What follows belongs to an exercise in optimizing a design on an open flow for small area, a short achievable clock period and few clock cycles per item; a production flow would make more cautious choices.
RTL that was checked went through simulation tests only; none was proved equivalent to the original.
The RTL of runs 1 to 5 was laid out without a check of its function.
Power and IR drop assume default switching activity.

==> flow/design.v (outline; a module is shown in full before it is edited, if it fits) <==
// module mbsd_decide: 874 lines
// module moving_baseline_spike_detector: 246 lines
// module mbsd_add: 29 lines
module moving_baseline_spike_detector #(
    parameter int WINDOW     = 8,
    parameter int DAY_LENGTH = 1440
) (
    input  logic                             i_clk,
    input  logic                             i_rst_n,
    input  logic                             i_valid,
    output logic                             o_ready,
    input  logic [mbsd_pkg::COUNT_W-1:0]     i_error_count,
    input  logic                             i_start_of_day,
    output logic                             o_valid,
    input  logic                             i_ready,
    output logic                             o_decision_valid,
    output logic                             o_anomaly,
    output logic [mbsd_pkg::MINUTE_W-1:0]    o_minute_index,
    output logic [mbsd_pkg::BASE_W-1:0]      o_baseline_sum,
    output logic [mbsd_pkg::TOTAL_W-1:0]     o_anomaly_total,
    input  logic                             i_cfg_valid,
    output logic                             o_cfg_ready,
    input  logic [mbsd_pkg::CFG_IDX_W-1:0]   i_cfg_index,
    input  logic [mbsd_pkg::CFG_W-1:0]       i_cfg_data
);
  // ...
==> flow/flow/run.sh <==
#!/bin/bash
# Standard ORFS layout (the standard.sh) with two changes to how the layout
# is made:
#  - timing repair aims for a larger setup-slack margin (flow/margin.txt), so it
#    keeps improving paths below the clock period;
#  - the port buffers that global placement inserts are plain buffers
#    (flow/port_buffer.txt) instead of the delay cell ORFS picks by default.
# The whole make output goes to make_flow.log; ORFS's per-step logs stay in
# orfs/logs.
set -euo pipefail
MARGIN=$(cat flow/margin.txt)
PORTBUF=$(cat flow/port_buffer.txt)
sed -e "s/SETUP_SLACK_MARGIN=[0-9.]*/SETUP_SLACK_MARGIN=${MARGIN}/" standard.sh > standard_margin.sh
grep -q "SETUP_SLACK_MARGIN=${MARGIN}" standard_margin.sh
bash standard_margin.sh "BUFFER_PORTS_ARGS=-buffer_cell ${PORTBUF}" finish > make_flow.log 2>&1
==> flow/flow/margin.txt <==
7.2
==> flow/flow/port_buffer.txt <==
sky130_fd_sc_hd__buf_2
==> flow/standard.sh <==
#!/bin/bash
# synth_recipe.tcl (not shown) runs the flow's synth.tcl, then flattens the netlist and writes it again
# the make line also repeats each setting of config.mk as NAME=value (left out here)
make -C /OpenROAD-flow-scripts/flow DESIGN_CONFIG=/design/flow/config.mk WORK_HOME=/design/flow/orfs CLKGATE_MAP_FILE= SYNTH_SCRIPT=/design/flow/synth_recipe.tcl "${@:-finish}"
==> flow/config.mk <==
export PLATFORM = sky130hd
export DESIGN_NAME = moving_baseline_spike_detector
export DESIGN_NICKNAME = moving_baseline_spike_detector
export VERILOG_FILES = /design/flow/design.v
export SDC_FILE = /design/flow/constraint.sdc
export NUM_CORES = 4
export LEC_CHECK = 0
export ABC_AREA = 1
export CAP_MARGIN = 20
export CORE_MARGIN = 2
export CORE_UTILIZATION = 40
export SETUP_SLACK_MARGIN = 5
export SLEW_MARGIN = 20
==> flow/constraint.sdc <==
create_clock -name core_clock -period 10.0 [get_ports {i_clk}]
set_input_delay 2.0000 -clock core_clock [delete_from_list [all_inputs] [get_ports {i_clk}]]
set_output_delay 2.0000 -clock core_clock [all_outputs]
set_load 0.01 [all_outputs]
==> flow_metrics.py, run 1 <==
metrics = {
    "route": {
        "via_per_inst": 5.35,
        "wl_per_cell_um": 22.1,
        "drt_iter0_drc": 1683,
        "met3_wirelength_um": 6690,
    },
    "synthesis": {
        "synthTopCellsByArea": "edfxtp_1 (40%), fa_1 (15%), dfxtp_1 (7.9%)",
        "synth_top_family_by_area": "adder cells",
        "yosysTopAreaCell": "edfxtp_1",
        "yosys_warnings": 8,
        "muxShareOfSynthArea_pct": 0.0509,
        "synth_compound_area_share_pct": 8.24,
    },
    "clocking": {
        "clk_path_buf_depth": 3,
        "htreeDepth": 2,
        "cts_tree": "yes",
        "cts_resized": 387,
        "post-cts-setup-buffers": 214,
    },
    "finish": {
        "inv_count": 426,
        "clkbuf_count": 54,
        "multi_input_area_share_pct": 38.7,
        "area_delta_synth_final_pct": 38.2,
        "nFillCells": 4307,
        "n_all_buffers": 358,
        "multi_input_comb_area_um2": 11800,
    },
    "power": {
        "internal_power_mw": 3.60,
        "ir_drop_uv": 137,
        "p_total_mw": 5.38,
        "clk-power_mw": 1.54,
    },
    "sta": {
        "period_needed_ns": 3.35,
        "rsz0062_at_grt": "true",
    },
    "global_routing": {
        "use_met2_pct": 37.1,
        "grt_pass1_wl_um": 99300,
        "grt.overflow.total": 0,
        "grtUsageMet1_pct": 31.1,
    },
    "placement": {
        "dp_cells": 2748,
    },
    "worst_setup_path": {
        "r2r-end": "r_dc_r1[23]$_DFFE_PN_",
        "cp_top_family": "adder cells",
        "crit_path_cell_trace": "clkinv_8, o22ai_1, xor2_1, fa_1, inv_1, fa_1, inv_1, fa_1, inv_1, fa_2",
        "slowest_delay_ns": 0.54,
        "cp-startpoint": "r_mult_digits[18]$_SDFFE_PN0P_",
        "start_kind": "register",
        "worstSetupPathType": "register to register",
    },
    "flow_run": {
        "maxCapViolCount": 0,
    },
    "outcome": {
        "status": "no timing/DRC/antenna violations",
    },
    "worst_hold_path": {
        "worstHoldStart": "r_dc_minute[9]$_DFFE_PN_",
    },
    "die": {
        "die_x_um": 239,
    },
}
==> run 2, diff against run 1 <==
==> flow/flow/margin.txt (replaced) <==
6.8
==> run 2 against run 1 <==
Still clean on timing, DRC and antenna. Clock power fell by 3%. Combinational power fell by 21%. Clock skew fell by 0.010 ns.
==> flow_metrics.py, run 2 <==
metrics = {
    "power": {
        "leakagePower_nw": 12.1,
        "p_total_mw": 4.97,
        "cellPowerDensity_nw_per_um2": 181,
        "ir_drop_uv": 109,
    },
    "clocking": {
        "cts_sinks": 383,
        "clkLatencyLatePin_ns": 0.57,
        "clk_path_buf_depth": 3,
        "clk_pin_slew_worst_paths_ns": 0.06,
        "cts_buffers": 41,
        "htreeDepth": 2,
        "cts_tree": "yes",
        "cts_root_buf": "clkbuf_16",
        "hold_buffers": 0,
    },
    "worst_setup_path": {
        "cp_top_family": "adder cells",
        "cp_slowest_cell": "fa_1",
        "crit_path_cell_trace": "clkinvlp_4, buf_6, o22ai_4, xor2_2, fa_1, fa_2, fa_1, inv_2, fa_2",
        "worstSetupPathType": "register to register",
        "path_buf_inv": 3,
        "rr_worst_depth": 9,
        "cp-end-kind": "register",
        "required_ns": 10.31,
        "slowest_delay_ns": 0.53,
        "arrival_ns": 3.67,
        "start_kind": "register",
        "cp.depth": 9,
        "cp_max_fo": 5,
    },
    "synthesis": {
        "synthArstFlopShare_pct": 0,
        "syn-num-nets": 2329,
        "avgSynthCellArea_um2": 10.9,
        "synth-seq-area-share_pct": 48.0,
        "yosys-top-cells-count": "inv_1 (357), edfxtp_1 (296), nand2_1 (259)",
        "syn_area_um2": 22100,
        "synthDistinctLibCells": 54,
        "synth_seq_cells": 383,
        "synthTopCellsByArea": "edfxtp_1 (40%), fa_1 (15%), dfxtp_1 (7.9%)",
        "synth_top_area_share_pct": 40.2,
        "synth_edf_count": 296,
        "yosys_warnings": 8,
        "yosysMostFrequentCell": "inv_1",
        "syn_inst": 2028,
        "yosysTopAreaCell": "edfxtp_1",
        "synth_ff_type": "edfxtp_1",
    },
    "die": {
        "rows": 86,
        "io_pins": 86,
        "start_util_pct": 40.3,
        "core-area_um2": 54900,
        "die_area_um2": 57200,
        "die_x_um": 239,
        "fp.dieH_um": 239,
    },
    "finish": {
        "final_net_count": 2542,
        "top_register": "r_hist",
        "largest_reg_flops": 128,
        "fin_area_um2": 27400,
        "final_common_cell": "inv_1",
        "reg_top3": "r_hist x128, r_dc_r0 x35, r_dc_r1 x34",
        "drive_gt1_share_pct": 26.1,
        "final_cell_mix": "inv_1 (335), edfxtp_1 (296), nand2_1 (244), xor2_1 (147), fa_1 (124)",
        "final_cell_count_no_fill": 2978,
        "area_delta_synth_final_pct": 23.9,
    },
    "sta": {
        "setup_tns_ns": 0,
        "tightest_slew_ns": 0.763,
        "relSlewSlack_pct": 49.1,
        "clock.fmax_ghz": 0.298,
        "finalSetupViolCount": 0,
        "hold_viol": 0,
        "post-route-period-util_pct": 33.6,
        "period_needed_ns": 3.36,
        "slew_viol_final": 0,
        "rsz0062_at_grt": "true",
        "fin_worst_skew_ns": 0.0170,
    },
    "global_routing": {
        "grt.overflow.total": 0,
        "antenna_found_initial": 0,
        "grt_pass1_vias": 15700,
        "grt_pass1_wl_um": 92800,
        "grt_max_degree": 86,
        "track_usage_pct": 21.7,
    },
    "flow_run": {
        "maxCapViolCount": 0,
    },
    "route": {
        "wl_um": 63600,
        "drc": 0,
        "dr.pass1.iters": 6,
        "drt_iter0_drc": 1507,
        "via_per_inst": 5.31,
        "wl_per_cell_um": 21.3,
        "ant_nets": 0,
        "vias": 15800,
    },
    "placement": {
        "gp_congestion": 0.860,
        "post_dp_cell_area_um2": 23200,
        "portBuffers": 84,
        "place_hpwl_um": 38200,
        "dp_cells": 2750,
    },
    "worst_hold_path": {
        "worstHoldPathType": "register to register",
        "whs_path_depth": 0,
    },
    "outcome": {
        "status": "no timing/DRC/antenna violations",
    },
}
run 2: cell counts after synthesis:
No cell type changed its count.
run 2: cell families after synthesis:
group | count (synthesis) | share of synthesized area (%)
compound gates | 309 | 8.24
flops | 383 | 48.0
mux | 1 | 0.0509
fa+ha+maj | 263 | 20.3
simple gates | 406 | 7.89
xor+xnor | 180 | 7.12
buf+inv | 485 | 8.29
other cells | 1 | 0.0169
run 2: worst paths after layout:
check | from | endpoint | slack [ns]
setup / recovery | r_sum[18]$_SDFFE_PP0P_ | r_dc_r1[19]$_DFFE_PN_ | 6.64
hold / removal | r_hist[1][2]$_DFFE_PP_ | r_hist[2][2]$_DFFE_PP_ | 0.40
setup reg to reg | r_sum[18]$_SDFFE_PP0P_ | r_dc_r1[19]$_DFFE_PN_ | 6.64
hold reg to reg | r_hist[1][2]$_DFFE_PP_ | r_hist[2][2]$_DFFE_PP_ | 0.40
run 2: metrics by stage:
| stage | setup slack (ns) | utilization [%] | hold slack, ns |
|---|---|---|---|
| floorplan | 5.49 | - | 0.400 |
| global placement | 5.28 | 42.4 | 0.400 |
| detailed placement | 5.26 | 42.4 | 0.405 |
| CTS | 6.77 | 47.6 | 0.408 |
| global route | 6.60 | 49.9 | 0.420 |
| finish | 6.64 | 49.9 | 0.403 |
run 2: where the power goes:
part | total (mW) | internal [mW] | switching (mW) | leakage (nW)
combinational | 1.42 | 0.573 | 0.849 | 7.61
sequential | 2.04 | 1.94 | 0.101 | 3.81
clock | 1.50 | 0.876 | 0.629 | 0.662
total | 4.97 | 3.39 | 1.58 | 12.1
run 2: cell type report:
cell class | instances | area (um^2)
Antenna cell | 1 | 2.50
Multi-Input combinational cell | 1161 | 10600
Timing Repair inverter | 23 | 189
Clock inverter | 21 | 209
Tap cell | 704 | 881
Sequential cell | 383 | 10800
Fill cell | 4726 | 27500
Clock buffer | 54 | 1130
Inverter | 409 | 1880
Timing Repair Buffer | 222 | 1780
run 2: what timing repair did:
item	in CTS	in global routing
gates cloned	23	5
resized for setup	222	197
buffers inserted	80	44
pin swaps	37	95
setup endpoints to repair	247	66
run 2: worst reg2reg max path: stages (launching register included):
cell	delay (ns)
dfxtp_4	0.40
clkinvlp_4	0.28
buf_6	0.22
o22ai_4	0.13
xor2_2	0.22
fa_1	0.47
fa_2	0.41
fa_1	0.53
inv_2	0.04
fa_2	0.41
run 2: per-layer routing:
metal	vias to the layer above	part of all wire, %	GRT usage [%]
met1	7655	40	28.1
met3	263	9.1	4.97
met2	813	45	33.5
met4	0	6.2	12.3
met5	-	0	0
li1	7097	-	-
==> module moving_baseline_spike_detector, before the edit <==
module moving_baseline_spike_detector #(
    parameter int WINDOW     = 8,
    parameter int DAY_LENGTH = 1440
) (
    input  logic                             i_clk,
    input  logic                             i_rst_n,
    input  logic                             i_valid,
    output logic                             o_ready,
    input  logic [mbsd_pkg::COUNT_W-1:0]     i_error_count,
    input  logic                             i_start_of_day,
    output logic                             o_valid,
    input  logic                             i_ready,
    output logic                             o_decision_valid,
    output logic                             o_anomaly,
    output logic [mbsd_pkg::MINUTE_W-1:0]    o_minute_index,
    output logic [mbsd_pkg::BASE_W-1:0]      o_baseline_sum,
    output logic [mbsd_pkg::TOTAL_W-1:0]     o_anomaly_total,
    input  logic                             i_cfg_valid,
    output logic                             o_cfg_ready,
    input  logic [mbsd_pkg::CFG_IDX_W-1:0]   i_cfg_index,
    input  logic [mbsd_pkg::CFG_W-1:0]       i_cfg_data
);
    localparam int COUNT_W = mbsd_pkg::COUNT_W;
    localparam int TOTAL_W = mbsd_pkg::TOTAL_W;
    localparam int SUM_W   = 19;
    localparam int MC_W    = 11;
    logic [15:0] r_thr;
    logic [23:0] r_mult_digits;
    logic [7:0]  r_mult_one;
    logic [7:0]  r_mult_two;
    logic [7:0]  r_mult_neg;
    assign {r_mult_one, r_mult_two, r_mult_neg} = r_mult_digits;
    function automatic logic [23:0] booth_digits(input logic [15:0] m);
        logic [16:0] mx;
        logic [7:0]  one;
        logic [7:0]  two;
        logic [7:0]  neg;
        mx = {m, 1'b0};
        for (int i = 0; i < 8; i++) begin
            one[i] = mx[2*i+1] ^ mx[2*i];
            two[i] = (mx[2*i+2] & ~mx[2*i+1] & ~mx[2*i]) | (~mx[2*i+2] & mx[2*i+1] & mx[2*i]);
            neg[i] = mx[2*i+2];
        end
        booth_digits = {one, two, neg};
    endfunction
    localparam logic [23:0] MULT_RST_DIGITS = booth_digits(mbsd_pkg::SPIKE_MULT_RST);
    logic               r_sk_valid;
    logic [COUNT_W-1:0] r_sk_count;
    logic               r_sk_sod;
    logic               r_in_valid;
    logic [COUNT_W-1:0] r_in_count;
    logic               r_in_sod;
    logic [COUNT_W-1:0] r_hist [WINDOW];
    logic [SUM_W-1:0]   r_sum;
    logic [MC_W-1:0]    r_minute;
    logic               r_full;
    logic               r_in_day;
    logic               r_dc_valid;
    logic               r_dc_sod;
    logic               r_dc_above;
    logic               r_dc_dvalid;
    logic [35:0]        r_dc_r0;
    logic [35:0]        r_dc_r1;
    logic [SUM_W-1:0]   r_dc_sum;
    logic [MC_W-1:0]    r_dc_minute;
    logic               r_out_valid;
    logic               r_out_dvalid;
    logic               r_out_anomaly;
    logic [MC_W-1:0]    r_out_minute;
    logic [SUM_W-1:0]   r_out_base;
    logic [TOTAL_W-1:0] r_out_total;
    logic               w_adv;
    logic               w_accept;
    logic               w_load;
    logic               w_nx_valid;
    logic [COUNT_W-1:0] w_nx_count;
    logic               w_nx_sod;
    logic               w_clear;
    logic               w_step;
    logic [COUNT_W-1:0] w_oldest;
    logic [35:0]        w_r0;
    logic [35:0]        w_r1;
    logic [35:0]        w_q;
    logic [35:0]        w_cs_s;
    logic [35:0]        w_cs_c;
    logic [35:0]        w_cs_maj;
    logic [35:0]        w_z;
    logic [SUM_W-1:0]   w_sum_b;
    logic [SUM_W-1:0]   w_sum_c;
    logic [SUM_W-1:0]   w_sum_maj;
    logic [SUM_W-1:0]   w_sum_cs_s;
    logic [SUM_W-1:0]   w_sum_cs_c;
    logic [SUM_W-1:0]   w_sum_next;
    logic               w_dvalid;
    logic               w_flag;
    logic [TOTAL_W-1:0] w_tprev;
    logic [TOTAL_W-1:0] w_total;
    assign w_adv       = !r_out_valid || i_ready;
    assign o_ready     = !r_sk_valid;
    assign w_accept    = i_valid && !r_sk_valid;
    assign o_cfg_ready = 1'b1;
    always_ff @(posedge i_clk) begin
        if (!i_rst_n) begin
            r_thr <= mbsd_pkg::MIN_THRESHOLD_RST;
            r_mult_digits <= MULT_RST_DIGITS;
        end else if (i_cfg_valid) begin
            if (i_cfg_index == mbsd_pkg::CFG_MIN_THRESHOLD) r_thr <= i_cfg_data;
            if (i_cfg_index == mbsd_pkg::CFG_SPIKE_MULT) begin
                r_mult_digits <= booth_digits(i_cfg_data);
            end
        end
    end
    always_ff @(posedge i_clk) begin
        if (!i_rst_n) begin
            r_sk_valid <= 1'b0;
        end else if (w_adv) begin
            r_sk_valid <= 1'b0;
        end else if (w_accept && r_in_valid) begin
            r_sk_valid <= 1'b1;
        end
    end
    always_ff @(posedge i_clk) begin
        if (w_accept) begin
            r_sk_count <= i_error_count;
            r_sk_sod   <= i_start_of_day;
        end
    end
    assign w_load     = w_adv || !r_in_valid;
    assign w_nx_valid = r_sk_valid || w_accept;
    assign w_nx_count = r_sk_valid ? r_sk_count : i_error_count;
    assign w_nx_sod   = r_sk_valid ? r_sk_sod : i_start_of_day;
    always_ff @(posedge i_clk) begin
        if (!i_rst_n) begin
            r_in_valid <= 1'b0;
        end else if (w_load) begin
            r_in_valid <= w_nx_valid;
        end
    end
    always_ff @(posedge i_clk) begin
        if (w_load) begin
            r_in_count <= w_nx_count;
            r_in_sod   <= w_nx_sod;
        end
    end
    assign w_clear  = w_load && w_nx_valid && w_nx_sod;
    assign w_step   = w_adv && r_in_valid;
    assign w_oldest = r_full ? r_hist[WINDOW-1] : '0;
    assign w_sum_b    = SUM_W'(r_in_count);
    assign w_sum_c    = ~(SUM_W'(w_oldest));
    assign w_sum_cs_s = r_sum ^ w_sum_b ^ w_sum_c;
    assign w_sum_maj  = (r_sum & w_sum_b) | (r_sum & w_sum_c) | (w_sum_b & w_sum_c);
    assign w_sum_cs_c = {w_sum_maj[SUM_W-2:0], 1'b0};
    mbsd_add #(.W(SUM_W)) u_sum_add (
        .a   (w_sum_cs_s),
        .b   (w_sum_cs_c),
        .cin (1'b1),
        .s   (w_sum_next)
    );
    always_ff @(posedge i_clk) begin
        if (!i_rst_n || w_clear) begin
            r_sum    <= '0;
            r_minute <= '0;
            r_full   <= 1'b0;
            r_in_day <= 1'b1;
        end else if (w_step && r_in_day) begin
            r_sum    <= w_sum_next;
            r_minute <= r_minute + MC_W'(1);
            r_full   <= r_full || (r_minute == MC_W'(WINDOW - 1));
            r_in_day <= r_minute != MC_W'(DAY_LENGTH - 1);
        end
    end
    always_ff @(posedge i_clk) begin
        if (w_step && r_in_day) begin
            r_hist[0] <= r_in_count;
            for (int i = 1; i < WINDOW; i++) begin
                r_hist[i] <= r_hist[i-1];
            end
        end
    end
    mbsd_decide u_decide (
        .s     (r_sum),
        .m_one (r_mult_one),
        .m_two (r_mult_two),
        .m_neg (r_mult_neg),
        .c     (r_in_count),
        .r0    (w_r0),
        .r1    (w_r1)
    );
    always_ff @(posedge i_clk) begin
        if (!i_rst_n) begin
            r_dc_valid <= 1'b0;
        end else if (w_adv) begin
            r_dc_valid <= r_in_valid;
        end
    end
    always_ff @(posedge i_clk) begin
        if (w_adv) begin
            r_dc_sod    <= r_in_sod;
            r_dc_above  <= r_in_count >= r_thr;
            r_dc_dvalid <= r_full && r_in_day;
            r_dc_r0     <= w_r0;
            r_dc_r1     <= w_r1;
            r_dc_sum    <= r_sum;
            r_dc_minute <= r_minute;
        end
    end
    assign w_q    = r_mult_neg[7] ? ((36'(r_dc_sum) << 16) | 36'(1 << 14)) : '0;
    assign w_cs_s = r_dc_r0 ^ r_dc_r1 ^ w_q;
    assign w_cs_maj = (r_dc_r0 & r_dc_r1) | (r_dc_r0 & w_q) | (r_dc_r1 & w_q);
    assign w_cs_c   = {w_cs_maj[34:0], 1'b0};
    mbsd_add #(.W(36)) u_cmp_add (
        .a   (w_cs_s),
        .b   (w_cs_c),
        .cin (1'b0),
        .s   (w_z)
    );
    assign w_dvalid = r_dc_dvalid;
    assign w_flag   = w_dvalid && r_dc_above && ((r_dc_sum == '0) || w_z[35]);
    assign w_tprev  = r_dc_sod ? '0 : r_out_total;
    assign w_total  = (w_flag && (w_tprev != mbsd_pkg::TOTAL_MAX)) ? w_tprev + TOTAL_W'(1) : w_tprev;
    always_ff @(posedge i_clk) begin
        if (!i_rst_n) begin
            r_out_valid <= 1'b0;
            r_out_total <= '0;
        end else if (w_adv) begin
            r_out_valid <= r_dc_valid;
            if (r_dc_valid) begin
                r_out_total <= w_total;
            end
        end
    end
    always_ff @(posedge i_clk) begin
        if (w_adv) begin
            r_out_dvalid  <= w_dvalid;
            r_out_anomaly <= w_flag;
            r_out_minute  <= r_dc_minute;
            r_out_base    <= r_dc_sum;
        end
    end
    assign o_valid          = r_out_valid;
    assign o_decision_valid = r_out_dvalid;
    assign o_anomaly        = r_out_anomaly;
    assign o_minute_index   = r_out_minute;
    assign o_baseline_sum   = r_out_base;
    assign o_anomaly_total  = r_out_total;
endmodule
==> run 3, diff against run 2 <==
--- a/flow/design.v
+++ b/flow/design.v
@@ -935,6 +935,7 @@
         booth_digits = {one, two, neg};
     endfunction
     localparam logic [23:0] MULT_RST_DIGITS = booth_digits(mbsd_pkg::SPIKE_MULT_RST);
+    logic               r_fresh;
     logic               r_sk_valid;
     logic [COUNT_W-1:0] r_sk_count;
     logic               r_sk_sod;
@@ -966,23 +967,27 @@
     logic               w_nx_valid;
     logic [COUNT_W-1:0] w_nx_count;
     logic               w_nx_sod;
-    logic               w_clear;
     logic               w_step;
+    logic [SUM_W-1:0]   w_sum;
+    logic [MC_W-1:0]    w_minute;
+    logic               w_full;
+    logic               w_in_day;
+    logic [7:0]         w_one;
+    logic [7:0]         w_two;
     logic [COUNT_W-1:0] w_oldest;
-    logic [35:0]        w_r0;
-    logic [35:0]        w_r1;
-    logic [35:0]        w_q;
-    logic [35:0]        w_cs_s;
-    logic [35:0]        w_cs_c;
-    logic [35:0]        w_cs_maj;
-    logic [35:0]        w_z;
     logic [SUM_W-1:0]   w_sum_b;
     logic [SUM_W-1:0]   w_sum_c;
     logic [SUM_W-1:0]   w_sum_maj;
     logic [SUM_W-1:0]   w_sum_cs_s;
     logic [SUM_W-1:0]   w_sum_cs_c;
     logic [SUM_W-1:0]   w_sum_next;
-    logic               w_dvalid;
+    logic [35:0]        w_r0;
+    logic [35:0]        w_r1;
+    logic [35:0]        w_q;
+    logic [35:0]        w_cs_s;
+    logic [35:0]        w_cs_maj;
+    logic [35:0]        w_cs_c;
+    logic [35:0]        w_z;
     logic               w_flag;
     logic [TOTAL_W-1:0] w_tprev;
     logic [TOTAL_W-1:0] w_total;
@@ -992,7 +997,7 @@
     assign o_cfg_ready = 1'b1;
     always_ff @(posedge i_clk) begin
         if (!i_rst_n) begin
-            r_thr <= mbsd_pkg::MIN_THRESHOLD_RST;
+            r_thr         <= mbsd_pkg::MIN_THRESHOLD_RST;
             r_mult_digits <= MULT_RST_DIGITS;
         end else if (i_cfg_valid) begin
             if (i_cfg_index == mbsd_pkg::CFG_MIN_THRESHOLD) r_thr <= i_cfg_data;
@@ -1030,16 +1035,26 @@
     always_ff @(posedge i_clk) begin
         if (w_load) begin
             r_in_count <= w_nx_count;
-            r_in_sod   <= w_nx_sod;
+            r_in_sod   <= w_nx_sod || r_fresh;
+        end
+    end
+    always_ff @(posedge i_clk) begin
+        if (!i_rst_n) begin
+            r_fresh <= 1'b1;
+        end else if (w_load && w_nx_valid) begin
+            r_fresh <= 1'b0;
         end
     end
-    assign w_clear  = w_load && w_nx_valid && w_nx_sod;
+    assign w_sum    = r_in_sod ? '0 : r_sum;
+    assign w_minute = r_in_sod ? '0 : r_minute;
+    assign w_full   = !r_in_sod && r_full;
+    assign w_in_day = r_in_sod || r_in_day;
+    assign w_oldest = w_full ? r_hist[WINDOW-1] : '0;
     assign w_step   = w_adv && r_in_valid;
-    assign w_oldest = r_full ? r_hist[WINDOW-1] : '0;
     assign w_sum_b    = SUM_W'(r_in_count);
     assign w_sum_c    = ~(SUM_W'(w_oldest));
-    assign w_sum_cs_s = r_sum ^ w_sum_b ^ w_sum_c;
-    assign w_sum_maj  = (r_sum & w_sum_b) | (r_sum & w_sum_c) | (w_sum_b & w_sum_c);
+    assign w_sum_cs_s = w_sum ^ w_sum_b ^ w_sum_c;
+    assign w_sum_maj  = (w_sum & w_sum_b) | (w_sum & w_sum_c) | (w_sum_b & w_sum_c);
     assign w_sum_cs_c = {w_sum_maj[SUM_W-2:0], 1'b0};
     mbsd_add #(.W(SUM_W)) u_sum_add (
         .a   (w_sum_cs_s),
@@ -1048,30 +1063,23 @@
         .s   (w_sum_next)
     );
     always_ff @(posedge i_clk) begin
-        if (!i_rst_n || w_clear) begin
-            r_sum    <= '0;
-            r_minute <= '0;
-            r_full   <= 1'b0;
-            r_in_day <= 1'b1;
-        end else if (w_step && r_in_day) begin
-            r_sum    <= w_sum_next;
-            r_minute <= r_minute + MC_W'(1);
-            r_full   <= r_full || (r_minute == MC_W'(WINDOW - 1));
-            r_in_day <= r_minute != MC_W'(DAY_LENGTH - 1);
-        end
-    end
-    always_ff @(posedge i_clk) begin
-        if (w_step && r_in_day) begin
+        if (w_step && w_in_day) begin
+            r_sum     <= w_sum_next;
+            r_minute  <= w_minute + MC_W'(1);
+            r_full    <= w_full || (w_minute == MC_W'(WINDOW - 1));
+            r_in_day  <= w_minute != MC_W'(DAY_LENGTH - 1);
             r_hist[0] <= r_in_count;
             for (int i = 1; i < WINDOW; i++) begin
                 r_hist[i] <= r_hist[i-1];
             end
         end
     end
+    assign w_one = r_in_sod ? '0 : r_mult_one;
+    assign w_two = r_in_sod ? '0 : r_mult_two;
     mbsd_decide u_decide (
         .s     (r_sum),
-        .m_one (r_mult_one),
-        .m_two (r_mult_two),
+        .m_one (w_one),
+        .m_two (w_two),
         .m_neg (r_mult_neg),
         .c     (r_in_count),
         .r0    (w_r0),
@@ -1088,15 +1096,15 @@
         if (w_adv) begin
             r_dc_sod    <= r_in_sod;
             r_dc_above  <= r_in_count >= r_thr;
-            r_dc_dvalid <= r_full && r_in_day;
+            r_dc_dvalid <= w_full && w_in_day;
             r_dc_r0     <= w_r0;
             r_dc_r1     <= w_r1;
-            r_dc_sum    <= r_sum;
-            r_dc_minute <= r_minute;
+            r_dc_sum    <= w_sum;
+            r_dc_minute <= w_minute;
         end
     end
-    assign w_q    = r_mult_neg[7] ? ((36'(r_dc_sum) << 16) | 36'(1 << 14)) : '0;
-    assign w_cs_s = r_dc_r0 ^ r_dc_r1 ^ w_q;
+    assign w_q      = r_mult_neg[7] ? ((36'(r_dc_sum) << 16) | 36'(1 << 14)) : '0;
+    assign w_cs_s   = r_dc_r0 ^ r_dc_r1 ^ w_q;
     assign w_cs_maj = (r_dc_r0 & r_dc_r1) | (r_dc_r0 & w_q) | (r_dc_r1 & w_q);
     assign w_cs_c   = {w_cs_maj[34:0], 1'b0};
     mbsd_add #(.W(36)) u_cmp_add (
@@ -1105,24 +1113,24 @@
         .cin (1'b0),
         .s   (w_z)
     );
-    assign w_dvalid = r_dc_dvalid;
-    assign w_flag   = w_dvalid && r_dc_above && ((r_dc_sum == '0) || w_z[35]);
-    assign w_tprev  = r_dc_sod ? '0 : r_out_total;
-    assign w_total  = (w_flag && (w_tprev != mbsd_pkg::TOTAL_MAX)) ? w_tprev + TOTAL_W'(1) : w_tprev;
+    assign w_flag  = r_dc_dvalid && r_dc_above && ((r_dc_sum == '0) || w_z[35]);
+    assign w_tprev = r_dc_sod ? '0 : r_out_total;
+    assign w_total = (w_flag && (w_tprev != mbsd_pkg::TOTAL_MAX)) ? w_tprev + TOTAL_W'(1) : w_tprev;
     always_ff @(posedge i_clk) begin
         if (!i_rst_n) begin
             r_out_valid <= 1'b0;
-            r_out_total <= '0;
         end else if (w_adv) begin
             r_out_valid <= r_dc_valid;
-            if (r_dc_valid) begin
-                r_out_total <= w_total;
-            end
+        end
+    end
+    always_ff @(posedge i_clk) begin
+        if (w_adv && r_dc_valid) begin
+            r_out_total <= w_total;
         end
     end
     always_ff @(posedge i_clk) begin
         if (w_adv) begin
-            r_out_dvalid  <= w_dvalid;
+            r_out_dvalid  <= r_dc_dvalid;
             r_out_anomaly <= w_flag;
             r_out_minute  <= r_dc_minute;
             r_out_base    <= r_dc_sum;
==> run 3 against run 2 <==
Die area is 1.5% higher. Global-route usage down 2.9 points. Total power is 1.5% higher. Combinational power barely moved. Hold slack better by 0.010 ns. Synthesized area is 1.5% higher. Wire length shrank 12%. Clock-buffer cell count shrank 3. Critical path depth up 3. Highest routed layer is now met5. Worst setup slack lost 0.22 ns. Register-to-register slack worse by 0.22 ns.
==> flow_metrics.py, run 3 <==
metrics = {
    "placement": {
        "place_hpwl_um": 36200,
        "preCtsSetupSlack_ns": 4.99,
        "portBuffers": 84,
        "post_dp_cell_area_um2": 23600,
        "gp_congestion": 0.894,
        "dp_cells": 2761,
    },
    "sta": {
        "clock.fmax_ghz": 0.279,
        "finalSetupViolCount": 0,
        "fin_worst_skew_ns": 0.0131,
        "post-route-period-util_pct": 35.8,
        "fin_ws_ns": 6.42,
        "setup_tns_ns": 0,
        "rsz0062_at_grt": "true",
        "hold_viol": 0,
        "hold_ws_ns": 0.414,
        "slew_viol_final": 0,
        "tightest_slew_ns": 0.908,
        "relSlewSlack_pct": 39.4,
        "period_needed_ns": 3.58,
    },
    "synthesis": {
        "syn-num-nets": 2293,
        "yosys-top-cells-count": "inv_1 (362), edfxtp_1 (339), nand2_1 (239)",
        "synthArstFlopShare_pct": 0,
        "yosysMostFrequentCell": "inv_1",
        "synth-seq-area-share_pct": 49.3,
        "synthXorXnorAreaFrac_pct": 7.14,
        "yosys_warnings": 8,
        "synth_seq_cells": 384,
        "synth_top_family_by_area": "adder cells",
        "syn_inst": 1991,
        "yosysTopAreaCell": "edfxtp_1",
        "synth_compound_area_share_pct": 7.36,
        "synthAdderAreaFrac_pct": 20.0,
        "synth_top_area_share_pct": 45.3,
        "synthDistinctLibCells": 48,
        "synthTopCellsByArea": "edfxtp_1 (45%), fa_1 (14%), xor2_1 (6.7%)",
        "synth_ff_type": "edfxtp_1",
        "syn_area_um2": 22500,
        "synth-simple-area-share_pct": 8.11,
        "muxShareOfSynthArea_pct": 0,
        "synth_edf_count": 339,
        "avgSynthCellArea_um2": 11.3,
    },
    "finish": {
        "final_cell_mix": "inv_1 (339), edfxtp_1 (339), nand2_1 (207), xor2_1 (162), fa_1 (134)",
        "antenna_cells": 0,
        "nFillCells": 4812,
        "final_cell_count_no_fill": 2962,
        "utilization_pct": 50.1,
        "area_delta_synth_final_pct": 23.4,
        "reg_top3": "r_hist x128, r_dc_r0 x35, r_dc_r1 x34",
        "top_register": "r_hist",
        "drive_gt1_share_pct": 24.7,
        "final_net_count": 2485,
        "fin_area_um2": 27700,
        "largest_reg_flops": 128,
    },
    "clocking": {
        "clk_pin_slew_worst_paths_ns": 0.06,
        "cts_buffers": 42,
        "clk_path_buf_depth": 3,
        "cts_tree": "yes",
        "cts_sinks": 384,
        "hold_buffers": 0,
        "cts_root_buf": "clkbuf_16",
        "htreeDepth": 2,
        "clkLatencyLatePin_ns": 0.56,
    },
    "route": {
        "drt_iter0_drc": 1346,
        "ant_nets": 0,
        "dr.pass1.iters": 5,
        "vias": 15300,
        "wl_per_cell_um": 18.8,
        "wl_um": 55600,
        "drc": 0,
        "via_per_inst": 5.16,
    },
    "global_routing": {
        "grt.overflow.total": 0,
        "grt_pass1_vias": 15000,
        "grt_max_degree": 78,
        "antenna_found_initial": 3,
        "track_usage_pct": 18.8,
        "grt_pass1_wl_um": 84000,
    },
    "power": {
        "leakagePower_nw": 12.1,
        "ir_drop_uv": 118,
        "cellPowerDensity_nw_per_um2": 182,
        "p_total_mw": 5.05,
    },
    "worst_setup_path": {
        "worstSetupPathType": "register to register",
        "cp_max_fo": 11,
        "arrival_ns": 3.88,
        "start_kind": "register",
        "required_ns": 10.30,
        "cp-end-kind": "register",
    },
    "die": {
        "die_x_um": 241,
        "die_area_um2": 58100,
        "core-area_um2": 55300,
        "start_util_pct": 40.6,
        "fp.dieH_um": 241,
        "rows": 86,
        "io_pins": 86,
    },
    "flow_run": {
        "maxCapViolCount": 0,
    },
    "outcome": {
        "status": "no timing/DRC/antenna violations",
    },
    "worst_hold_path": {
        "worstHoldPathType": "register to register",
    },
}
## run 3: logic make-up (layout without fill, tap and decap cells)
logic type,after synthesis,count (layout)
AO/OA/AOI/OAI,274,274
XOR/XNOR,183,183
adder cells (fa/ha/maj),262,262
buffers and inverters,465,678
flip-flops,384,384
other,1,1
AND/OR/NAND/NOR,422,432
## run 3: per-layer routing
layer  up-vias  track usage [%]  share of wire (%)
met2       639             30.4                 46
li1       6982                -                  -
met3       158             3.84                8.5
met1      7498             25.6                 42
met5         -                0              0.054
met4         4             5.63                3.4
## run 3: path summary, 6_finish.rpt
check	startpoint	endpoint	slack, ns	depth (start not counted)
setup / recovery	r_in_sod$_DFFE_PP_	r_dc_r1[12]$_DFFE_PN_	6.42	12
hold reg to reg	r_hist[2][11]$_DFFE_PP_	r_hist[3][11]$_DFFE_PP_	0.41	0
setup reg to reg	r_in_sod$_DFFE_PP_	r_dc_r1[12]$_DFFE_PN_	6.42	12
hold / removal	r_hist[2][11]$_DFFE_PP_	r_hist[3][11]$_DFFE_PP_	0.41	0
## run 3: timing repair
action | 4_1_cts | 5_1_grt
buffers inserted | 76 | 29
gates resized for setup | 209 | 146
endpoints found under the setup margin | 322 | 189
pin swaps | 47 | 73
cloned | 11 | 10
## run 3: layout make-up
cell class / count / area [um^2] / area share, %
Inverter: 389 / 1550 / 5.58
Clock inverter: 24 / 231 / 0.835
Multi-Input combinational cell: 1152 / 11000 / 39.7
Timing Repair inverter: 4 / 72.6 / 0.262
Clock buffer: 51 / 1110 / 4.02
Tap cell: 748 / 936 / 3.38
Timing Repair Buffer: 210 / 1710 / 6.18
Sequential cell: 384 / 11100 / 40.0
## run 3: critical path, stage by stage, from the launching register on
cell      delay, ns
edfxtp_1       0.44
buf_12         0.21
inv_8          0.15
nand2_8        0.11
o22ai_2        0.19
xor2_1         0.13
fa_1           0.54
inv_1          0.05
fa_1           0.47
inv_1          0.05
fa_1           0.48
inv_1          0.05
fa_1           0.44
## run 3: where the power goes
group	internal, mW	total, mW	switching (mW)
clock network	0.896	1.53	0.633
logic	0.593	1.44	0.852
registers	1.99	2.07	0.0847
==> run 4, diff against run 3 <==
--- a/flow/config.mk
+++ b/flow/config.mk
@@ -9,5 +9,7 @@
 export CAP_MARGIN = 20
 export CORE_MARGIN = 2
 export CORE_UTILIZATION = 40
+export CTS_BUF_LIST = sky130_fd_sc_hd__clkbuf_8
+export CTS_CLUSTER_SIZE = 30
 export SETUP_SLACK_MARGIN = 5
 export SLEW_MARGIN = 20
==> run 4 against run 3 <==
Non-clock buffer count is 11 higher. Combinational power about the same. Via count increased by 1.5%. Sequential cell count unchanged. Cell count grew 1.9%. Critical path depth up 1. Wire length rose by 0.77%. Sequential share of layout area shrank 0.26 points. Total power is 2.3% lower. Clock power shrank 8%.
==> flow_metrics.py, run 4 <==
metrics = {
    "outcome": {
        "status": "no timing/DRC/antenna violations",
    },
    "route": {
        "ant_nets": 0,
        "wl_per_cell_um": 18.6,
        "drt_iter0_drc": 1385,
        "via_per_inst": 5.14,
        "dr.pass1.iters": 5,
        "drc": 0,
        "wl_um": 56000,
        "vias": 15500,
    },
    "finish": {
        "top_register": "r_hist",
        "seq_area_um2": 11100,
        "nFillCells": 4791,
        "reg_top3": "r_hist x128, r_dc_r0 x35, r_dc_r1 x34",
        "area_delta_synth_final_pct": 24.2,
        "fin_area_um2": 27900,
        "final_net_count": 2520,
        "final_cell_mix": "inv_1 (354), edfxtp_1 (339), nand2_1 (205), xor2_1 (159), fa_1 (136)",
        "final_common_cell": "inv_1",
        "multi_input_comb_area_um2": 11000,
        "drive_gt1_share_pct": 26.3,
        "largest_reg_flops": 128,
    },
    "worst_setup_path": {
        "cp_slowest_cell": "fa_2",
        "worstSetupPathType": "register to register",
        "slowest_delay_ns": 0.56,
        "required_ns": 10.40,
        "cp_common_cell": "fa_2",
        "r2r-end": "r_dc_r1[20]$_DFFE_PN_",
        "cp-end-kind": "register",
        "start_kind": "register",
        "crit_path_cell_trace": "buf_12, clkinv_16, buf_12, nand2_8, buf_8, o22ai_4, xor2_2, fa_2, inv_2, fa_2, fa_1, inv_2, fa_2",
        "arrival_ns": 4.03,
        "cp_max_fo": 8,
        "reg2reg_from": "r_in_sod$_DFFE_PP_",
        "rrSetupSlack_ns": 6.37,
        "rr_worst_depth": 13,
    },
    "placement": {
        "preCtsSetupSlack_ns": 4.99,
        "place_hpwl_um": 36200,
        "portBuffers": 84,
        "gp_congestion": 0.894,
        "post_dp_cell_area_um2": 23600,
    },
    "clocking": {
        "clk_pin_slew_worst_paths_ns": 0.06,
        "htreeDepth": 3,
        "clk_path_buf_depth": 3,
        "cts_tree": "yes",
        "cts_root_buf": "clkbuf_8",
        "clkLatencyLatePin_ns": 0.65,
        "cts_buffers": 68,
        "cts_sinks": 384,
    },
    "sta": {
        "clock.fmax_ghz": 0.275,
        "post-route-period-util_pct": 36.3,
        "fin_ws_ns": 6.37,
        "relSlewSlack_pct": 38.2,
        "rsz0062_at_grt": "true",
        "setup_tns_ns": 0,
        "period_needed_ns": 3.63,
        "hold_viol": 0,
        "finalSetupViolCount": 0,
        "tightest_slew_ns": 0.925,
        "slew_viol_final": 0,
        "fin_worst_skew_ns": 0.0337,
    },
    "synthesis": {
        "synthDistinctLibCells": 48,
        "muxShareOfSynthArea_pct": 0,
        "synthArstFlopShare_pct": 0,
        "synthXorXnorAreaFrac_pct": 7.14,
        "syn_area_um2": 22500,
        "synth_compound_area_share_pct": 7.36,
        "synth_seq_cells": 384,
        "synth_edf_count": 339,
        "syn_inst": 1991,
        "yosysMostFrequentCell": "inv_1",
        "synth_top_area_share_pct": 45.3,
        "synthAdderAreaFrac_pct": 20.0,
        "synthTopCellsByArea": "edfxtp_1 (45%), fa_1 (14%), xor2_1 (6.7%)",
        "yosys_warnings": 8,
        "syn-num-nets": 2293,
        "synth-seq-area-share_pct": 49.3,
        "yosys-top-cells-count": "inv_1 (362), edfxtp_1 (339), nand2_1 (239)",
        "synth_top_family_by_area": "adder cells",
        "synth-simple-area-share_pct": 8.11,
        "yosysTopAreaCell": "edfxtp_1",
        "synth_ff_type": "edfxtp_1",
        "avgSynthCellArea_um2": 11.3,
    },
    "global_routing": {
        "grt.overflow.total": 0,
        "antenna_found_initial": 3,
        "grt_max_degree": 78,
        "track_usage_pct": 18.9,
        "grt_pass1_vias": 15200,
        "grt_pass1_wl_um": 84000,
    },
    "worst_hold_path": {
        "worstHoldStart": "r_hist[5][4]$_DFFE_PP_",
        "worstHoldPathType": "register to register",
        "hold_end": "r_hist[6][4]$_DFFE_PP_",
        "whs_path_depth": 0,
    },
    "power": {
        "p_total_mw": 4.93,
        "cellPowerDensity_nw_per_um2": 177,
        "leakagePower_nw": 12.2,
        "ir_drop_uv": 121,
    },
    "flow_run": {
        "maxCapViolCount": 0,
    },
    "die": {
        "core-area_um2": 55300,
        "die_x_um": 241,
        "start_util_pct": 40.6,
        "io_pins": 86,
        "die_area_um2": 58100,
        "rows": 86,
        "fp.dieH_um": 241,
    },
}
## run 4: metal layers
metal | track usage (%) | vias to the layer above | routed length [um]
met1 | 25.6 | 7559 | 23300
met4 | 7.65 | 2 | 1990
met2 | 29.9 | 716 | 26100
met5 | 0 | - | 13
li1 | - | 7073 | -
met3 | 3.61 | 162 | 4630
## run 4: worst max-delay path by stage
stage / startpoint / endpoint / slack (ns) / cells after the start
2_1_floorplan: i_ready / r_full$_DFFE_PP_ / 3.19 / 4
3_3_place_gp: i_ready / r_hist[3][1]$_DFFE_PP_ / 5.09 / 8
3_5_place_dp: i_ready / r_hist[4][0]$_DFFE_PP_ / 4.99 / 8
4_1_cts: r_in_sod$_DFFE_PP_ / r_dc_r1[26]$_DFFE_PN_ / 6.40 / 11
5_1_grt: r_in_sod$_DFFE_PP_ / r_dc_r1[13]$_DFFE_PN_ / 6.27 / 11
6_report: r_in_sod$_DFFE_PP_ / r_dc_r1[20]$_DFFE_PN_ / 6.37 / 13
## run 4: cells by family after synthesis
family / Yosys count
simple gates: 422
buf+inv: 465
compound gates: 274
flops: 384
other cells: 1
fa+ha+maj: 262
xor+xnor: 183
## run 4: metrics by stage
| step | util [%] | instances | hold slack [ns] |
|---|---|---|---|
| after floorplan | - | 1991 | 0.400 |
| after global placement | 42.7 | 2761 | 0.401 |
| after detailed placement | 42.7 | 2761 | 0.405 |
| after CTS | 47.5 | 2948 | 0.405 |
| after global routing | 50.4 | 3019 | 0.403 |
| final | 50.4 | 3019 | 0.400 |
## run 4: timing repair
| action | 4_1_cts | 5_1_grt |
|---|---|---|
| cloned | 10 | 10 |
| gates resized for setup | 165 | 191 |
| pin swaps | 20 | 103 |
| endpoints found under the setup margin | 355 | 159 |
| endpoints found under the hold margin | 0 | 0 |
| hold buffers | 0 | 0 |
| buffers inserted | 55 | 60 |
## run 4: worst max-delay path: cells and delay by family, from the launching register on
family | cells | cell delay (ns)
AOI/OAI and AO/OA | 1 | 0.08
buffers and inverters | 6 | 0.75
DFF | 1 | 0.40
xor gates and xnor gates | 1 | 0.21
adders and majority gates | 4 | 1.81
and+or+nand+nor | 1 | 0.11
## run 4: final cells by class
type	count	area share (%)
repair buffers	221	6.79
flip-flops and latches	384	39.8
diodes	1	0.00897
repair inverters	3	0.251
clock buffers	69	3.40
well taps	748	3.36
clock inverters	53	1.22
inverters	389	5.63
multi-input cells	1151	39.6
## run 4: power by group
part | internal [mW] | total [mW] | switching [mW]
clock network | 0.730 | 1.40 | 0.672
registers | 1.99 | 2.07 | 0.0851
logic | 0.599 | 1.45 | 0.853
==> run 5, diff against run 4 <==
--- a/flow/design.v
+++ b/flow/design.v
@@ -954,7 +954,6 @@
     logic [35:0]        r_dc_r0;
     logic [35:0]        r_dc_r1;
     logic [SUM_W-1:0]   r_dc_sum;
-    logic [MC_W-1:0]    r_dc_minute;
     logic               r_out_valid;
     logic               r_out_dvalid;
     logic               r_out_anomaly;
@@ -972,8 +971,6 @@
     logic [MC_W-1:0]    w_minute;
     logic               w_full;
     logic               w_in_day;
-    logic [7:0]         w_one;
-    logic [7:0]         w_two;
     logic [COUNT_W-1:0] w_oldest;
     logic [SUM_W-1:0]   w_sum_b;
     logic [SUM_W-1:0]   w_sum_c;
@@ -991,6 +988,7 @@
     logic               w_flag;
     logic [TOTAL_W-1:0] w_tprev;
     logic [TOTAL_W-1:0] w_total;
+    logic [MC_W-1:0]    w_out_minute;
     assign w_adv       = !r_out_valid || i_ready;
     assign o_ready     = !r_sk_valid;
     assign w_accept    = i_valid && !r_sk_valid;
@@ -1064,22 +1062,24 @@
     );
     always_ff @(posedge i_clk) begin
         if (w_step && w_in_day) begin
-            r_sum     <= w_sum_next;
-            r_minute  <= w_minute + MC_W'(1);
-            r_full    <= w_full || (w_minute == MC_W'(WINDOW - 1));
-            r_in_day  <= w_minute != MC_W'(DAY_LENGTH - 1);
+            r_sum    <= w_sum_next;
+            r_minute <= w_minute + MC_W'(1);
+            r_full   <= w_full || (w_minute == MC_W'(WINDOW - 1));
+            r_in_day <= w_minute != MC_W'(DAY_LENGTH - 1);
+        end
+    end
+    always_ff @(posedge i_clk) begin
+        if (w_step) begin
             r_hist[0] <= r_in_count;
             for (int i = 1; i < WINDOW; i++) begin
                 r_hist[i] <= r_hist[i-1];
             end
         end
     end
-    assign w_one = r_in_sod ? '0 : r_mult_one;
-    assign w_two = r_in_sod ? '0 : r_mult_two;
     mbsd_decide u_decide (
         .s     (r_sum),
-        .m_one (w_one),
-        .m_two (w_two),
+        .m_one (r_mult_one),
+        .m_two (r_mult_two),
         .m_neg (r_mult_neg),
         .c     (r_in_count),
         .r0    (w_r0),
@@ -1100,7 +1100,6 @@
             r_dc_r0     <= w_r0;
             r_dc_r1     <= w_r1;
             r_dc_sum    <= w_sum;
-            r_dc_minute <= w_minute;
         end
     end
     assign w_q      = r_mult_neg[7] ? ((36'(r_dc_sum) << 16) | 36'(1 << 14)) : '0;
@@ -1116,6 +1115,8 @@
     assign w_flag  = r_dc_dvalid && r_dc_above && ((r_dc_sum == '0) || w_z[35]);
     assign w_tprev = r_dc_sod ? '0 : r_out_total;
     assign w_total = (w_flag && (w_tprev != mbsd_pkg::TOTAL_MAX)) ? w_tprev + TOTAL_W'(1) : w_tprev;
+    assign w_out_minute = r_dc_sod ? '0 :
+                          (r_out_minute == MC_W'(DAY_LENGTH)) ? r_out_minute : r_out_minute + MC_W'(1);
     always_ff @(posedge i_clk) begin
         if (!i_rst_n) begin
             r_out_valid <= 1'b0;
@@ -1125,14 +1126,14 @@
     end
     always_ff @(posedge i_clk) begin
         if (w_adv && r_dc_valid) begin
-            r_out_total <= w_total;
+            r_out_total  <= w_total;
+            r_out_minute <= w_out_minute;
         end
     end
     always_ff @(posedge i_clk) begin
         if (w_adv) begin
             r_out_dvalid  <= r_dc_dvalid;
             r_out_anomaly <= w_flag;
-            r_out_minute  <= r_dc_minute;
             r_out_base    <= r_dc_sum;
         end
     end
==> flow/flow/margin.txt (replaced) <==
6.6
--- a/flow/config.mk
+++ b/flow/config.mk
@@ -9,7 +9,5 @@
 export CAP_MARGIN = 20
 export CORE_MARGIN = 2
 export CORE_UTILIZATION = 40
-export CTS_BUF_LIST = sky130_fd_sc_hd__clkbuf_8
-export CTS_CLUSTER_SIZE = 30
 export SETUP_SLACK_MARGIN = 5
 export SLEW_MARGIN = 20
==> run 5 against run 4 <==
Core utilization fell by 2.6 points. Still clean. Combinational power rose by 19%. Worst setup slack improved by 0.24 ns. Critical endpoint is now r_sum[16]$_DFFE_PP_. Largest cell class unchanged.
==> flow_metrics.py, run 5 <==
metrics = {
    "finish": {
        "final_net_count": 2497,
        "area_delta_synth_final_pct": 17.8,
        "nFillCells": 4979,
        "top_register": "r_hist",
        "final_common_cell": "inv_1",
        "drive_gt1_share_pct": 18.2,
        "reg_top3": "r_hist x128, r_dc_r0 x35, r_dc_r1 x34",
        "final_cell_mix": "inv_1 (368), edfxtp_1 (328), nand2_1 (240), xor2_1 (172), fa_1 (157)",
        "largest_reg_flops": 128,
    },
    "synthesis": {
        "synth_top_area_share_pct": 44.0,
        "syn_area_um2": 22400,
        "yosys_warnings": 8,
        "synth_edf_count": 328,
        "yosys-top-cells-count": "inv_1 (374), edfxtp_1 (328), nand2_1 (249)",
        "yosysMostFrequentCell": "inv_1",
        "synth_ff_type": "edfxtp_1",
        "syn-num-nets": 2341,
        "synth-seq-area-share_pct": 48.0,
        "synthArstFlopShare_pct": 0,
        "yosysTopAreaCell": "edfxtp_1",
        "synthDistinctLibCells": 51,
        "synthTopCellsByArea": "edfxtp_1 (44%), fa_1 (14%), xor2_1 (6.8%)",
        "avgSynthCellArea_um2": 11.0,
        "syn_inst": 2038,
        "synth_seq_cells": 373,
    },
    "worst_setup_path": {
        "slowest_delay_ns": 0.49,
        "required_ns": 10.32,
        "worstSetupPathType": "register to register",
        "start_kind": "register",
        "crit_path_cell_trace": "buf_6, buf_4, bufbuf_16, nor2_2, inv_1, fa_1, inv_1, ha_1, inv_1, nor2_1, a211oi_2, nand2_2, fa_2, xor2_1",
        "cp_max_fo": 13,
        "arrival_ns": 3.71,
        "cp_slowest_cell": "fa_1",
        "cp-end-kind": "register",
        "cp_common_cell": "inv_1",
    },
    "clocking": {
        "clkLatencyLatePin_ns": 0.60,
        "hold_buffers": 0,
        "clk_path_buf_depth": 3,
        "cts_buffers": 42,
        "cts_sinks": 373,
        "cts_root_buf": "clkbuf_16",
        "htreeDepth": 2,
        "clk_pin_slew_worst_paths_ns": 0.06,
        "cts_tree": "yes",
    },
    "placement": {
        "portBuffers": 84,
        "place_hpwl_um": 38100,
        "preCtsSetupSlack_ns": 4.84,
        "gp_congestion": 0.867,
    },
    "global_routing": {
        "grt_pass1_wl_um": 87500,
        "grt.overflow.total": 0,
        "antenna_found_initial": 8,
        "use_met2_pct": 31.1,
        "grt_pass1_vias": 15400,
        "busiest_layer": "met2",
        "grt_use_met3_pct": 3.95,
        "track_usage_pct": 19.8,
        "grtUsageMet1_pct": 27.1,
        "grt_max_degree": 90,
    },
    "sta": {
        "setup_tns_ns": 0,
        "clock.fmax_ghz": 0.295,
        "hold_ws_ns": 0.405,
        "rsz0062_at_grt": "true",
        "period_needed_ns": 3.39,
        "slew_viol_final": 0,
        "finalSetupViolCount": 0,
        "hold_viol": 0,
        "relSlewSlack_pct": 42.0,
        "fin_ws_ns": 6.61,
        "fin_worst_skew_ns": 0.0528,
        "post-route-period-util_pct": 33.9,
        "tightest_slew_ns": 0.868,
    },
    "route": {
        "drt_iter0_drc": 1691,
        "wl_um": 57800,
        "dr.pass1.iters": 5,
        "vias": 15400,
        "wl_per_cell_um": 19.4,
        "via_per_inst": 5.17,
        "ant_nets": 0,
        "drc": 0,
    },
    "power": {
        "clkPwrFrac_pct": 27.7,
        "internal_power_mw": 3.49,
        "ir_drop_uv": 133,
        "p_sw_mw": 1.78,
        "leakagePower_nw": 11.7,
        "pwr-share-comb_pct": 32.8,
        "switching_share_pct": 33.8,
        "seqPwrFrac_pct": 39.5,
        "cellPowerDensity_nw_per_um2": 200,
    },
    "die": {
        "core-area_um2": 55200,
        "rows": 86,
        "die_x_um": 241,
        "io_pins": 86,
        "die_area_um2": 57900,
        "fp.dieH_um": 241,
        "start_util_pct": 40.6,
    },
    "flow_run": {
        "maxCapViolCount": 0,
    },
    "outcome": {
        "status": "no timing/DRC/antenna violations",
    },
    "worst_hold_path": {
        "worstHoldPathType": "register to register",
    },
}
run 5: kinds of logic after synthesis:
group | after synthesis | share of synthesized area (%)
other | 1 | 0.0168
AO/OA/AOI/OAI | 281 | 7.56
buffers and inverters | 503 | 8.62
adder cells (fa/ha/maj) | 265 | 20.2
multiplexers | 2 | 0.0950
XOR/XNOR | 183 | 7.16
AND/OR/NAND/NOR | 430 | 8.29
flip-flops | 373 | 48.0
run 5: repair_timing:
| action | in CTS | in global routing |
|---|---|---|
| gates cloned | 11 | 10 |
| pin swaps | 13 | 22 |
| endpoints found under the setup margin | 274 | 157 |
| resized for setup | 135 | 75 |
| setup buffers | 23 | 51 |
run 5: layout make-up:
class | count | area [um^2] | share of cell area, %
sequential | 373 | 10800 | 40.9
multi-input combinational | 1166 | 10100 | 38.3
inverter | 426 | 1810 | 6.86
timing repair buffer | 174 | 1370 | 5.18
clock buffer | 57 | 1110 | 4.20
tap | 748 | 936 | 3.55
clock inverter | 17 | 191 | 0.726
timing repair inverter | 11 | 58.8 | 0.223
antenna | 2 | 5.00 | 0.0190
run 5: metal layers:
layer / part of all wire (%) / wire length [um]
met5: 0.059 / 34
met4: 3.8 / 2180
met3: 8.8 / 5110
met2: 45 / 25800
met1: 43 / 24700
run 5: worst paths after layout:
check	start	slack, ns	cells after the start	endpoint
min	r_hist[6][1]$_DFFE_PP_	0.41	0	r_hist[7][1]$_DFFE_PP_
max reg2reg	r_in_sod$_DFFE_PP_	6.61	14	r_sum[16]$_DFFE_PP_
max	r_in_sod$_DFFE_PP_	6.61	14	r_sum[16]$_DFFE_PP_
min reg2reg	r_hist[6][1]$_DFFE_PP_	0.41	0	r_hist[7][1]$_DFFE_PP_
run 5: worst max-delay path, delay by kind of cell, from the launching register on:
family	cells	cell delay (ns)
buf+inv	6	0.83
fa+ha+maj	3	1.14
simple gates	3	0.36
xor+xnor	1	0.14
flops	1	0.44
compound gates	1	0.20
run 5: per-stage QoR:
step | std cells | instance area, um^2 | total power [mW] | utilization (%)
2_1_floorplan | 2038 | 22500 | 3.20 | -
3_3_place_gp | 2803 | 23500 | 3.64 | 42.6
3_5_place_dp | 2803 | 23500 | 3.71 | 42.6
4_1_cts | 2911 | 25700 | 5.25 | 46.5
5_1_grt | 2973 | 26400 | 5.65 | 47.8
6_report | 2974 | 26400 | 5.27 | 47.8
run 5: power groups by stage:
stage	registers (mW)	clock network, mW	logic (mW)
floorplan	2.08	0	1.13
finish	2.08	1.46	1.73
detailed placement	2.11	0	1.60
CTS	2.08	1.50	1.68
global route	2.10	1.55	1.99
global placement	2.10	0	1.54
==> run 6, diff against run 5 <==
--- a/flow/design.v
+++ b/flow/design.v
@@ -977,6 +977,7 @@
     logic [SUM_W-1:0]   w_sum_maj;
     logic [SUM_W-1:0]   w_sum_cs_s;
     logic [SUM_W-1:0]   w_sum_cs_c;
+    logic [SUM_W-1:0]   w_sum_add;
     logic [SUM_W-1:0]   w_sum_next;
     logic [35:0]        w_r0;
     logic [35:0]        w_r1;
@@ -1047,19 +1048,20 @@
     assign w_minute = r_in_sod ? '0 : r_minute;
     assign w_full   = !r_in_sod && r_full;
     assign w_in_day = r_in_sod || r_in_day;
-    assign w_oldest = w_full ? r_hist[WINDOW-1] : '0;
+    assign w_oldest = r_full ? r_hist[WINDOW-1] : '0;
     assign w_step   = w_adv && r_in_valid;
     assign w_sum_b    = SUM_W'(r_in_count);
     assign w_sum_c    = ~(SUM_W'(w_oldest));
-    assign w_sum_cs_s = w_sum ^ w_sum_b ^ w_sum_c;
-    assign w_sum_maj  = (w_sum & w_sum_b) | (w_sum & w_sum_c) | (w_sum_b & w_sum_c);
+    assign w_sum_cs_s = r_sum ^ w_sum_b ^ w_sum_c;
+    assign w_sum_maj  = (r_sum & w_sum_b) | (r_sum & w_sum_c) | (w_sum_b & w_sum_c);
     assign w_sum_cs_c = {w_sum_maj[SUM_W-2:0], 1'b0};
     mbsd_add #(.W(SUM_W)) u_sum_add (
         .a   (w_sum_cs_s),
         .b   (w_sum_cs_c),
         .cin (1'b1),
-        .s   (w_sum_next)
+        .s   (w_sum_add)
     );
+    assign w_sum_next = r_in_sod ? w_sum_b : w_sum_add;
     always_ff @(posedge i_clk) begin
         if (w_step && w_in_day) begin
             r_sum    <= w_sum_next;
==> run 6 against run 5 <==
Critical path depth decreased by 5. Synthesized area decreased by 0.15%. Die area decreased by 0.15%. Maximum frequency increased by 0.55%. Clock skew decreased by 0.039 ns. Non-clock buffer count increased by 2. Clock-buffer cell count decreased by 7. Combinational power decreased by 15%.
==> flow_metrics.py, run 6 <==
metrics = {
    "clocking": {
        "clk_pin_slew_worst_paths_ns": 0.06,
        "cts_tree": "yes",
        "cts_buffers": 43,
        "htreeDepth": 2,
        "cts_sinks": 373,
        "cts_root_buf": "clkbuf_16",
        "clk_path_buf_depth": 3,
        "clkLatencyLatePin_ns": 0.59,
    },
    "power": {
        "cellPowerDensity_nw_per_um2": 195,
        "ir_drop_uv": 138,
        "leakagePower_nw": 11.7,
        "p_total_mw": 5.09,
    },
    "worst_setup_path": {
        "arrival_ns": 3.68,
        "cp-end-kind": "register",
        "cp_max_fo": 6,
        "worstSetupPathType": "register to register",
        "rrSetupSlack_ns": 6.63,
        "start_kind": "register",
        "rr_worst_depth": 9,
        "reg2reg_from": "r_sum[9]$_DFFE_PP_",
        "r2r-end": "r_dc_r1[21]$_DFFE_PN_",
        "required_ns": 10.31,
        "cp-startpoint": "r_sum[9]$_DFFE_PP_",
    },
    "die": {
        "start_util_pct": 40.5,
        "fp.dieH_um": 240,
        "io_pins": 86,
        "rows": 86,
        "die_x_um": 240,
        "core-area_um2": 55200,
        "die_area_um2": 57800,
    },
    "synthesis": {
        "avgSynthCellArea_um2": 11.0,
        "syn_area_um2": 22400,
        "yosysMostFrequentCell": "inv_1",
        "yosys_warnings": 8,
        "synthTopCellsByArea": "edfxtp_1 (44%), fa_1 (15%), xor2_1 (6.6%)",
        "synth-seq-area-share_pct": 48.1,
        "synthArstFlopShare_pct": 0,
        "synth_seq_cells": 373,
        "synthDistinctLibCells": 50,
        "synth_edf_count": 328,
        "syn_inst": 2038,
        "synth_top_area_share_pct": 44.1,
        "synth_ff_type": "edfxtp_1",
        "yosysTopAreaCell": "edfxtp_1",
        "yosys-top-cells-count": "inv_1 (354), edfxtp_1 (328), nand2_1 (253)",
        "syn-num-nets": 2341,
    },
    "finish": {
        "area_delta_synth_final_pct": 16.6,
        "final_cell_mix": "inv_1 (352), edfxtp_1 (328), nand2_1 (245), xor2_1 (167), fa_1 (158)",
        "largest_reg_flops": 128,
        "final_net_count": 2493,
        "antenna_cells": 0,
        "drive_gt1_share_pct": 16.6,
        "top_register": "r_hist",
        "final_common_cell": "inv_1",
        "reg_top3": "r_hist x128, r_dc_r0 x35, r_dc_r1 x34",
    },
    "placement": {
        "place_hpwl_um": 37000,
        "portBuffers": 84,
        "gp_congestion": 0.847,
    },
    "sta": {
        "relSlewSlack_pct": 42.1,
        "finalSetupViolCount": 0,
        "clock.fmax_ghz": 0.297,
        "hold_viol": 0,
        "period_needed_ns": 3.37,
        "tightest_slew_ns": 0.866,
        "fin_worst_skew_ns": 0.0137,
        "post-route-period-util_pct": 33.7,
        "hold_ws_ns": 0.405,
        "setup_tns_ns": 0,
        "rsz0062_at_grt": "true",
        "slew_viol_final": 0,
    },
    "worst_hold_path": {
        "whs_path_depth": 0,
        "worstHoldPathType": "register to register",
        "hold_end": "r_hist[7][6]$_DFFE_PP_",
        "worstHoldStart": "r_hist[6][6]$_DFFE_PP_",
    },
    "global_routing": {
        "grt_max_degree": 82,
        "grt_pass1_wl_um": 85300,
        "track_usage_pct": 19.3,
        "grt_pass1_vias": 15200,
        "grt.overflow.total": 0,
        "antenna_found_initial": 2,
    },
    "route": {
        "wl_um": 56600,
        "vias": 15300,
        "ant_nets": 0,
        "via_per_inst": 5.15,
        "drc": 0,
        "wl_per_cell_um": 19.0,
        "dr.pass1.iters": 6,
        "drt_iter0_drc": 1772,
    },
    "flow_run": {
        "maxCapViolCount": 0,
    },
    "outcome": {
        "status": "no timing/DRC/antenna violations",
    },
}
==> run 6: changes by cell type in the layout (fill, tap and decap cells not counted), sizes merged, moves of 4 or more <==
cell / previous run / this run
o21ai: 41 / 59
xor2: 173 / 169
nand4: 18 / 12
clkbuf: 59 / 52
a21oi: 63 / 68
nand2: 253 / 258
nand3: 29 / 35
nor2: 102 / 95
inv: 400 / 384
==> run 6: how the worst max path moves through the flow <==
stage | end | slack, ns | depth (start not counted)
2_1_floorplan | r_hist[0][0]$_DFFE_PP_ | 3.55 | 4
3_3_place_gp | r_hist[7][5]$_DFFE_PP_ | 4.84 | 7
3_5_place_dp | r_hist[7][2]$_DFFE_PP_ | 4.75 | 7
4_1_cts | r_hist[2][13]$_DFFE_PP_ | 6.41 | 6
5_1_grt | r_dc_r1[21]$_DFFE_PN_ | 6.54 | 9
6_report | r_dc_r1[21]$_DFFE_PN_ | 6.63 | 9
==> run 6: layout make-up <==
cell class / instances / area [um^2]
Inverter: 404 / 1710
Clock inverter: 28 / 300
Multi-Input combinational cell: 1184 / 9920
Fill cell: 5006 / 29100
Clock buffer: 50 / 1110
Tap cell: 748 / 936
Timing Repair inverter: 8 / 52.6
Timing Repair Buffer: 176 / 1250
Sequential cell: 373 / 10800
==> run 6: logic make-up after synthesis <==
logic type	after synthesis	synth area share [%]
flip-flops	373	48.1
AND/OR/NAND/NOR	431	8.26
other	1	0.0168
buffers and inverters	483	8.27
AO/OA/AOI/OAI	305	8.03
adder cells (fa/ha/maj)	265	20.3
XOR/XNOR	179	7.01
multiplexers	1	0.0504
==> run 6: repair_timing <==
item                       4_1_cts  5_1_grt
setup endpoints to repair      220      190
gates cloned                     5        8
hold buffers                     0        0
hold endpoints to repair         0        0
setup buffers                   11       68
pin swaps                        0       14
gates resized for setup         89       67
==> run 6: critical path: stages (launching register included) <==
cell and delay (ns):
edfxtp_1 0.41, clkinv_4 0.13, clkbuf_4 0.21, o22ai_1 0.20, xor2_1 0.21, fa_1 0.46, fa_1 0.43, fa_1 0.51
inv_1 0.05, fa_1 0.47
==> run 6: where the power goes <==
group | internal, mW | leakage (nW) | switching [mW] | total (mW)
registers | 1.95 | 3.69 | 0.0898 | 2.04
logic | 0.588 | 7.35 | 0.883 | 1.47
clock network | 0.912 | 0.685 | 0.664 | 1.58
==> run 6: metrics by stage <==
stage | instances | utilization, % | setup WS (ns) | area [um^2]
global route | 2971 | 47.2 | 6.54 | 26100
global placement | 2801 | 42.5 | 4.84 | 23500
detailed placement | 2801 | 42.5 | 4.75 | 23500
finish | 2971 | 47.2 | 6.63 | 26100
CTS | 2895 | 45.8 | 6.41 | 25300
floorplan | 2038 | - | 3.55 | 22400
==> run 6: metal layers <==
layer	share of wire (%)	GRT usage [%]	wire length, um	vias up
li1	-	-	-	7055
met1	43	26.2	24600	7481
met2	46	31.2	26000	635
met3	7.8	3.46	4420	128
met4	2.9	6.40	1620	2
met5	0.019	0	11	-
Testbench counts of run 6, summed over its fixed seeds: cycles 23,064, items 23,040.

static timing again, ports no longer ideal:
In the flow no input, the clock included, has a driving cell. The finished layouts below were timed again as built, in two steps. Step 1: set_driving_cell puts a clkbuf_16 on i_clk and a buf_2 on each other input, an assumption about the parent block. Step 2 moves the port delays by t, midway between the first and last clock arrival at a register: inputs arrive t later, outputs are due t later. That takes back most of the time a late clock gives input paths. a / b / c = no drivers / after step 1 / after step 2; a / b = the first two.
run | shift t [ns] | slack for setup (ns) | worst hold slack (ns) | slew at the worst register clock pin (ns) | worst data-port slew with drivers (ns)
run 1 | 0.629 | 6.652 / 6.652 / 6.408 | 0.401 / 0.401 / 0.401 | 0.07 / 0.07 | 0.05
run 2 | 0.621 | 6.643 / 6.643 / 6.218 | 0.403 / 0.403 / 0.403 | 0.06 / 0.06 | 0.04
run 3 | 0.612 | 6.418 / 6.418 / 6.316 | 0.414 / 0.414 / 0.414 | 0.06 / 0.06 | 0.06
run 4 | 0.692 | 6.369 / 6.369 / 6.272 | 0.400 / 0.400 / 0.400 | 0.07 / 0.07 | 0.07
run 5 | 0.637 | 6.613 / 6.611 / 6.216 | 0.405 / 0.405 / 0.405 | 0.06 / 0.06 | 0.08
run 6 | 0.641 | 6.631 / 6.617 / 6.228 | 0.405 / 0.405 / 0.405 | 0.06 / 0.06 | 0.05
After both steps every run listed still meets setup and hold. For run 2, which loses most, drivers alone change the setup slack by 0.000 ns; drivers and shift together by -0.425 ns.
